From an optimization exercise on the open Yosys and OpenROAD flow, aimed at a short achievable clock period and few clock cycles per item; shortcuts taken in it are not production practice. Only simulation tests tie the RTL to the original design; equivalence was not proved.

## TR
==> flow/design.v <==
package cms_pkg;
   localparam int ENTRIES_DEFAULT    = 16;
   localparam int COUNT_BITS_DEFAULT = 16;
   localparam int MULT_BITS  = 16;
   localparam int TOTAL_BITS = 20;
   localparam int RSP_BITS   = MULT_BITS + TOTAL_BITS + 2;
   localparam logic [1:0] CMD_ADD    = 2'd0;
   localparam logic [1:0] CMD_REMOVE = 2'd1;
   localparam logic [1:0] CMD_QUERY  = 2'd2;
   localparam logic [1:0] CMD_TOTAL  = 2'd3;
   localparam logic [1:0] STS_OK     = 2'd0;
   localparam logic [1:0] STS_FULL   = 2'd1;
   localparam logic [1:0] STS_ABSENT = 2'd2;
   localparam int CREDITS = 6;
endpackage
module cms_ctrl (
   input  logic                         clock,
   input  logic                         reset,
   input  logic                         req_valid,
   output logic                         req_ready,
   output logic                         req_take,
   input  logic                         in_valid,
   input  logic [cms_pkg::RSP_BITS-1:0] in_payload,
   output logic                         rsp_valid,
   input  logic                         rsp_ready,
   output logic [cms_pkg::RSP_BITS-1:0] rsp_payload
);
   localparam int DEPTH = cms_pkg::CREDITS - 1;    
   localparam int PW    = $clog2(DEPTH);
   localparam int CW    = $clog2(cms_pkg::CREDITS + 1);
   logic [CW-1:0] owed_ff;
   logic          ready_ff;
   logic          take;
   assign req_ready = ready_ff;
   assign req_take  = req_valid && ready_ff;
   assign take      = rsp_valid && rsp_ready;
   always_ff @(posedge clock) begin
      if (reset) begin
         owed_ff  <= '0;
         ready_ff <= 1'b1;
      end else begin
         case ({req_take, take})
            2'b10: begin
               owed_ff  <= owed_ff + 1'b1;
               ready_ff <= owed_ff + 1'b1 < CW'(cms_pkg::CREDITS);
            end
            2'b01: begin
               owed_ff  <= owed_ff - 1'b1;
               ready_ff <= owed_ff - 1'b1 < CW'(cms_pkg::CREDITS);
            end
            default: begin
               ready_ff <= owed_ff < CW'(cms_pkg::CREDITS);
            end
         endcase
      end
   end
   logic [cms_pkg::RSP_BITS-1:0] buf_ff [DEPTH];
   logic [PW-1:0]                rd_ff, wr_ff;
   logic [CW-1:0]                cnt_ff;
   logic                         head_valid_ff;
   logic [cms_pkg::RSP_BITS-1:0] head_ff, head_sh_ff, head_in;
   logic                         head_load, from_buf, pop;
   assign rsp_valid   = head_valid_ff;
   assign rsp_payload = head_ff;
   always_comb begin
      head_load = !head_valid_ff || rsp_ready;
      from_buf  = cnt_ff != '0;
      pop       = head_load && (from_buf || in_valid);
      head_in   = from_buf ? buf_ff[rd_ff] : in_payload;
   end
   always_ff @(posedge clock) begin
      if (reset) begin
         head_valid_ff <= 1'b0;
         rd_ff         <= '0;
         wr_ff         <= '0;
         cnt_ff        <= '0;
      end else begin
         head_valid_ff <= (head_valid_ff && !rsp_ready) || from_buf || in_valid;
         if (pop) begin
            rd_ff <= (rd_ff == PW'(DEPTH - 1)) ? '0 : rd_ff + 1'b1;
         end
         if (in_valid) begin
            wr_ff <= (wr_ff == PW'(DEPTH - 1)) ? '0 : wr_ff + 1'b1;
         end
         cnt_ff <= cnt_ff + CW'(in_valid) - CW'(pop);
      end
   end
   always_ff @(posedge clock) begin
      head_ff <= head_load ? head_in : head_sh_ff;
      head_sh_ff <= head_load ? head_in : head_ff;
      if (in_valid) begin
         buf_ff[wr_ff] <= in_payload;
      end
   end
endmodule
module cms_datapath #(
   parameter int ENTRIES    = cms_pkg::ENTRIES_DEFAULT,
   parameter int COUNT_BITS = cms_pkg::COUNT_BITS_DEFAULT
) (
   input  logic                         clock,
   input  logic                         reset,
   input  logic                         req_take,
   input  logic [33:0]                  req_payload,
   output logic                         out_valid,
   output logic [cms_pkg::RSP_BITS-1:0] out_payload
);
   localparam logic [COUNT_BITS-1:0] COUNT_ONE = {{(COUNT_BITS-1){1'b0}}, 1'b1};
   logic [31:0]           value_ff [ENTRIES];
   logic [COUNT_BITS-1:0] count_ff [ENTRIES];
   logic [ENTRIES-1:0]    valid_ff;
   logic [ENTRIES-1:0]    valid_d;    
   logic [ENTRIES-1:0]    one_ff, sat_ff;
   logic [31:0]           e_v;
   logic               i_valid;
   logic [1:0]         i_cmd;
   logic [31:0]        i_v;
   logic [ENTRIES-1:0] i_eq;       
   logic               i_same_i;   
   logic               i_same_e;   
   always_ff @(posedge clock) begin
      i_valid  <= req_take && !reset;
      i_cmd    <= req_payload[33:32];
      i_v      <= req_payload[31:0];
      i_same_i <= req_payload[31:0] == i_v;
      i_same_e <= req_payload[31:0] == e_v;
      for (int i = 0; i < ENTRIES; i++) begin
         i_eq[i] <= req_payload[31:0] == value_ff[i];
      end
      valid_d  <= valid_ff;
   end
   logic               e_add, e_rem, e_qry, e_any_cmd;
   logic [ENTRIES-1:0] e_hit;    
   logic [ENTRIES-1:0] e_ahit;   
   logic [ENTRIES-1:0] e_rhit;   
   logic               e_any;    
   logic [ENTRIES-1:0] e_free;   
   function automatic logic [ENTRIES-1:0] low_mask(int n);
      low_mask = '0;
      for (int k = 0; k < ENTRIES; k++) begin
         low_mask[k] = k < n;
      end
   endfunction
   function automatic logic one_zero_below(logic [ENTRIES-1:0] v, int n);
      logic term;
      one_zero_below = 1'b0;
      for (int j = 0; j < ENTRIES; j++) begin
         if (j < n) begin
            term = !v[j];
            for (int k = 0; k < ENTRIES; k++) begin
               if (k < n && k != j) begin
                  term = term && v[k];
               end
            end
            one_zero_below = one_zero_below || term;
         end
      end
   endfunction
   logic [ENTRIES-1:0] p_hit, lower_all, free1, free2, below_free1;
   logic               p_same;
   always_comb begin
      for (int i = 0; i < ENTRIES; i++) begin
         p_hit[i]       = valid_ff[i] && (valid_d[i] ? i_eq[i] : i_same_e);
         lower_all[i]   = &(valid_ff | ~low_mask(i));
         free1[i]       = !valid_ff[i] && lower_all[i];
         free2[i]       = !valid_ff[i] && one_zero_below(valid_ff, i);
         below_free1[i] = valid_ff[i] && lower_all[i];
      end
      p_same = e_any_cmd && i_same_i;
   end
   logic [ENTRIES-1:0] alloc, inc, dec, after, freed;
   logic               full, one_hit, sat_hit, present, alloc_any, freed_low;
   logic [ENTRIES-1:0] is_two, is_top;
   logic [COUNT_BITS-1:0] cnt_up [ENTRIES];
   logic [COUNT_BITS-1:0] cnt_dn [ENTRIES];
   logic [ENTRIES-1:0] n_hit;
   logic               n_add, n_rem;
   always_comb begin
      full      = &valid_ff;
      one_hit   = |(e_hit & one_ff);
      sat_hit   = |(e_hit & sat_ff);
      alloc_any = e_add && !e_any && !full;
      for (int i = 0; i < ENTRIES; i++) begin
         is_two[i] = count_ff[i] == COUNT_BITS'(2);
         is_top[i] = count_ff[i] == {{(COUNT_BITS-1){1'b1}}, 1'b0};
         alloc[i]  = e_add && !e_any && e_free[i];
         inc[i]    = e_ahit[i] && !sat_ff[i];
         dec[i]    = e_rhit[i];
         for (int b = 0; b < COUNT_BITS; b++) begin
            cnt_up[i][b] = count_ff[i][b] ^ (&(count_ff[i] | ~low_mask(b)));
            cnt_dn[i][b] = count_ff[i][b] ^ !(|(count_ff[i] & low_mask(b)));
         end
         freed[i]  = dec[i] && one_ff[i];
         after[i]  = alloc[i] || (e_hit[i] && !freed[i]);
      end
      present   = e_any ? !(e_rem && one_hit) : alloc_any;
      freed_low = |(freed & below_free1);
      n_hit     = p_same ? after : p_hit;
      n_add     = i_valid && (i_cmd == cms_pkg::CMD_ADD);
      n_rem     = i_valid && (i_cmd == cms_pkg::CMD_REMOVE);
   end
   always_ff @(posedge clock) begin
      if (reset) begin
         e_add     <= 1'b0;
         e_rem     <= 1'b0;
         e_qry     <= 1'b0;
         e_any_cmd <= 1'b0;
      end else begin
         e_add     <= n_add;
         e_rem     <= n_rem;
         e_qry     <= i_valid && (i_cmd == cms_pkg::CMD_QUERY);
         e_any_cmd <= i_valid;
      end
      e_v    <= i_v;
      e_hit  <= n_hit;
      e_ahit <= n_add ? n_hit : '0;
      e_rhit <= n_rem ? n_hit : '0;
      e_any  <= p_same ? present : |p_hit;
      e_free <= alloc_any ? free2 : freed_low ? freed : free1;
   end
   always_ff @(posedge clock) begin
      for (int i = 0; i < ENTRIES; i++) begin
         if (!valid_ff[i]) begin
            value_ff[i] <= e_v;
            count_ff[i] <= COUNT_ONE;
            one_ff[i]   <= 1'b1;
            sat_ff[i]   <= 1'b0;
         end else if (inc[i]) begin
            count_ff[i] <= cnt_up[i];
            one_ff[i]   <= 1'b0;
            sat_ff[i]   <= is_top[i];
         end else if (dec[i]) begin
            count_ff[i] <= cnt_dn[i];
            one_ff[i]   <= is_two[i];
            sat_ff[i]   <= 1'b0;
         end
      end
   end
   always_ff @(posedge clock) begin
      if (reset) begin
         valid_ff <= '0;
      end else begin
         valid_ff <= alloc | (valid_ff & ~freed);
      end
   end
   logic               r_valid, r_inc, r_dec;
   logic [ENTRIES-1:0] r_sel;
   logic [1:0]         r_status;
   logic [cms_pkg::TOTAL_BITS-1:0] sum_ff;
   always_ff @(posedge clock) begin
      if (reset) begin
         r_valid <= 1'b0;
         r_inc   <= 1'b0;
         r_dec   <= 1'b0;
      end else begin
         r_valid <= e_any_cmd;
         r_inc   <= e_add && (e_any ? !sat_hit : !full);
         r_dec   <= e_rem && e_any;
      end
      r_sel    <= (e_add || e_rem || e_qry) ? (e_hit | alloc) : '0;
      r_status <= (e_add && !e_any && full) ? cms_pkg::STS_FULL :
                  (e_rem && !e_any)         ? cms_pkg::STS_ABSENT :
                                                cms_pkg::STS_OK;
   end
   logic [COUNT_BITS-1:0] r_mult;
   always_comb begin
      r_mult = '0;
      for (int i = 0; i < ENTRIES; i++) begin
         r_mult = r_mult | (count_ff[i] & {COUNT_BITS{r_sel[i]}});
      end
   end
   function automatic logic [cms_pkg::TOTAL_BITS-1:0] sum_mask(int n);
      sum_mask = '0;
      for (int k = 0; k < cms_pkg::TOTAL_BITS; k++) begin
         sum_mask[k] = k < n;
      end
   endfunction
   logic [cms_pkg::TOTAL_BITS-1:0] sum_up, sum_dn;
   always_comb begin
      for (int b = 0; b < cms_pkg::TOTAL_BITS; b++) begin
         sum_up[b] = sum_ff[b] ^ (&(sum_ff | ~sum_mask(b)));
         sum_dn[b] = sum_ff[b] ^ !(|(sum_ff & sum_mask(b)));
      end
   end
   always_ff @(posedge clock) begin
      if (reset) begin
         sum_ff <= '0;
      end else if (r_inc) begin
         sum_ff <= sum_up;
      end else if (r_dec) begin
         sum_ff <= sum_dn;
      end
   end
   logic                          w_valid;
   logic [cms_pkg::MULT_BITS-1:0] w_mult;
   logic [1:0]                    w_status;
   always_ff @(posedge clock) begin
      if (reset) begin
         w_valid <= 1'b0;
      end else begin
         w_valid <= r_valid;
      end
      w_mult   <= r_mult;
      w_status <= r_status;
   end
   assign out_valid   = w_valid;
   assign out_payload = {w_mult, sum_ff, w_status};
endmodule
module counting_multiset_table #(
   parameter int ENTRIES    = cms_pkg::ENTRIES_DEFAULT,
   parameter int COUNT_BITS = cms_pkg::COUNT_BITS_DEFAULT
) (
   input  logic                     clock,
   input  logic                     reset,
   input  logic                     req_valid,
   output logic                     req_ready,
   input  logic [33:0]              req_payload,
   output logic                     rsp_valid,
   input  logic                     rsp_ready,
   output logic [37:0]              rsp_payload
);
   logic                         req_take;
   logic                         dp_valid;
   logic [cms_pkg::RSP_BITS-1:0] dp_payload;
   cms_ctrl u_ctrl (
      .clock       (clock),
      .reset       (reset),
      .req_valid   (req_valid),
      .req_ready   (req_ready),
      .req_take    (req_take),
      .in_valid    (dp_valid),
      .in_payload  (dp_payload),
      .rsp_valid   (rsp_valid),
      .rsp_ready   (rsp_ready),
      .rsp_payload (rsp_payload)
   );
   cms_datapath #(
      .ENTRIES    (ENTRIES),
      .COUNT_BITS (COUNT_BITS)
   ) u_datapath (
      .clock       (clock),
      .reset       (reset),
      .req_take    (req_take),
      .req_payload (req_payload),
      .out_valid   (dp_valid),
      .out_payload (dp_payload)
   );
endmodule
clock: 6.5 ns
lec_check: 0
abc_clock_period_in_ps: 2000
cap_margin: 20
core_margin: 2
core_utilization: 65
cts_cluster_diameter: 80
cts_cluster_size: 25
setup_slack_margin: 4.3
slew_margin: 20
run.sh (not shown) runs the stock make flow with config.mk's settings and CLKGATE_MAP_FILE= SYNTH_SCRIPT=/design/flow/synth_recipe.tcl, a recipe that flattens the netlist after the stock synthesis.
Testbench counts of TR, summed over its fixed seeds: cycles 24,040, items 24,000.
Modified inputs, JK compared to TR
-- flow/design.v --
<<< TR, line 28
   localparam int DEPTH = cms_pkg::CREDITS - 1;    
   localparam int PW    = $clog2(DEPTH);
   localparam int CW    = $clog2(cms_pkg::CREDITS + 1);
   logic [CW-1:0] owed_ff;
   logic          ready_ff;
   logic          take;
   assign req_ready = ready_ff;
   assign req_take  = req_valid && ready_ff;
   assign take      = rsp_valid && rsp_ready;
   always_ff @(posedge clock) begin
      if (reset) begin
>>> JK, line 28
   localparam int DEPTH = cms_pkg::CREDITS - 1;    
   localparam int PW    = $clog2(DEPTH);
   function automatic logic [cms_pkg::CREDITS-1:0] therm_step(
      logic [cms_pkg::CREDITS-1:0] t, logic up, logic dn);
      therm_step = t;
      if (up && !dn) begin
         therm_step = {t[cms_pkg::CREDITS-2:0], 1'b1};
      end else if (dn && !up) begin
         therm_step = {1'b0, t[cms_pkg::CREDITS-1:1]};
      end
   endfunction
   logic [cms_pkg::CREDITS-1:0] owed_ff, owed_in;
   logic                        ready_ff;
   logic                        take;
   assign req_ready = ready_ff;
   assign req_take  = req_valid && ready_ff;
   assign take      = rsp_valid && rsp_ready;
   assign owed_in   = therm_step(owed_ff, req_take, take);
   always_ff @(posedge clock) begin
      if (reset) begin
<<< TR, line 40
         ready_ff <= 1'b1;
      end else begin
         case ({req_take, take})
            2'b10: begin
               owed_ff  <= owed_ff + 1'b1;
               ready_ff <= owed_ff + 1'b1 < CW'(cms_pkg::CREDITS);
            end
            2'b01: begin
               owed_ff  <= owed_ff - 1'b1;
               ready_ff <= owed_ff - 1'b1 < CW'(cms_pkg::CREDITS);
            end
            default: begin
               ready_ff <= owed_ff < CW'(cms_pkg::CREDITS);
            end
         endcase
      end
   end
   logic [cms_pkg::RSP_BITS-1:0] buf_ff [DEPTH];
   logic [PW-1:0]                rd_ff, wr_ff;
   logic [CW-1:0]                cnt_ff;
   logic                         head_valid_ff;
   logic [cms_pkg::RSP_BITS-1:0] head_ff, head_sh_ff, head_in;
>>> JK, line 49
         ready_ff <= 1'b1;
      end else begin
         owed_ff  <= owed_in;
         ready_ff <= !owed_in[cms_pkg::CREDITS-1];
      end
   end
   logic [cms_pkg::RSP_BITS-1:0] buf_ff [DEPTH];
   logic [PW-1:0]                rd_ff, wr_ff;
   logic [cms_pkg::CREDITS-1:0]  cnt_ff;    
   logic                         head_valid_ff;
   logic [cms_pkg::RSP_BITS-1:0] head_ff, head_sh_ff, head_in;
<<< TR, line 65
   always_comb begin
      head_load = !head_valid_ff || rsp_ready;
      from_buf  = cnt_ff != '0;
      pop       = head_load && (from_buf || in_valid);
      head_in   = from_buf ? buf_ff[rd_ff] : in_payload;
>>> JK, line 63
   always_comb begin
      head_load = !head_valid_ff || rsp_ready;
      from_buf  = cnt_ff[0];
      pop       = head_load && (from_buf || in_valid);
      head_in   = from_buf ? buf_ff[rd_ff] : in_payload;
<<< TR, line 83
            wr_ff <= (wr_ff == PW'(DEPTH - 1)) ? '0 : wr_ff + 1'b1;
         end
         cnt_ff <= cnt_ff + CW'(in_valid) - CW'(pop);
      end
   end
>>> JK, line 81
            wr_ff <= (wr_ff == PW'(DEPTH - 1)) ? '0 : wr_ff + 1'b1;
         end
         cnt_ff <= therm_step(cnt_ff, in_valid, pop);
      end
   end
Notes after the runs:
~same sequential share of layout area in TR and JK
On total cell area at the placement stage, TR and JK are basically level.
Via count: JK vs TR up 1.1%
On delay of the slowest cell on the worst path, TR and JK are basically level.
NOTE routed via count divided by cell count TR->JK increased slightly
JK vs TR: maximum frequency from static timing analysis down
The routed wire length reported for JK is smaller than that of TR by 2.2%.
Looking at ratio of final minimum period to clock period, JK sits 0.79 points above TR.
First-pass detailed-route iteration total for JK is higher than for TR.
Relative to TR, the met3 track demand over resource of JK is lower by 1.7 points.
Sum of negative setup slack: JK vs TR, no meaningful difference
Testbench counts of JK, summed over its fixed seeds: cycles 24,040, items 24,000.

## port drivers added, routing unchanged
The flow's constraints put no driver on any port. The routed layouts listed below were extracted and timed again, unchanged, in two steps.
Step 1 sets driving cells, clkbuf_16 on the clock port and buf_2 on the other inputs (assumed; they add their load-dependent delay and slew).
Step 2 moves the port delays by t, midway between the first and last clock arrival at a register: inputs arrive t later, outputs are due t later. That takes back most of the time a late clock gives input paths.
Three values: ideal, step 1, step 2; two values: the first two.
run | t (ns) | setup WS [ns] | hold WS [ns] | worst setup path at the end
TR | 0.734 | 4.054 / 3.982 / 3.402 | 0.342 / 0.342 / 0.342 | input to register
JK | 0.748 | 4.003 / 3.936 / 3.504 | 0.338 / 0.338 / 0.338 | input to register
After both steps setup and hold are still met in every run listed. The setup slack of TR, which loses most, moves by -0.072 ns with the drivers and by -0.652 ns with both steps.
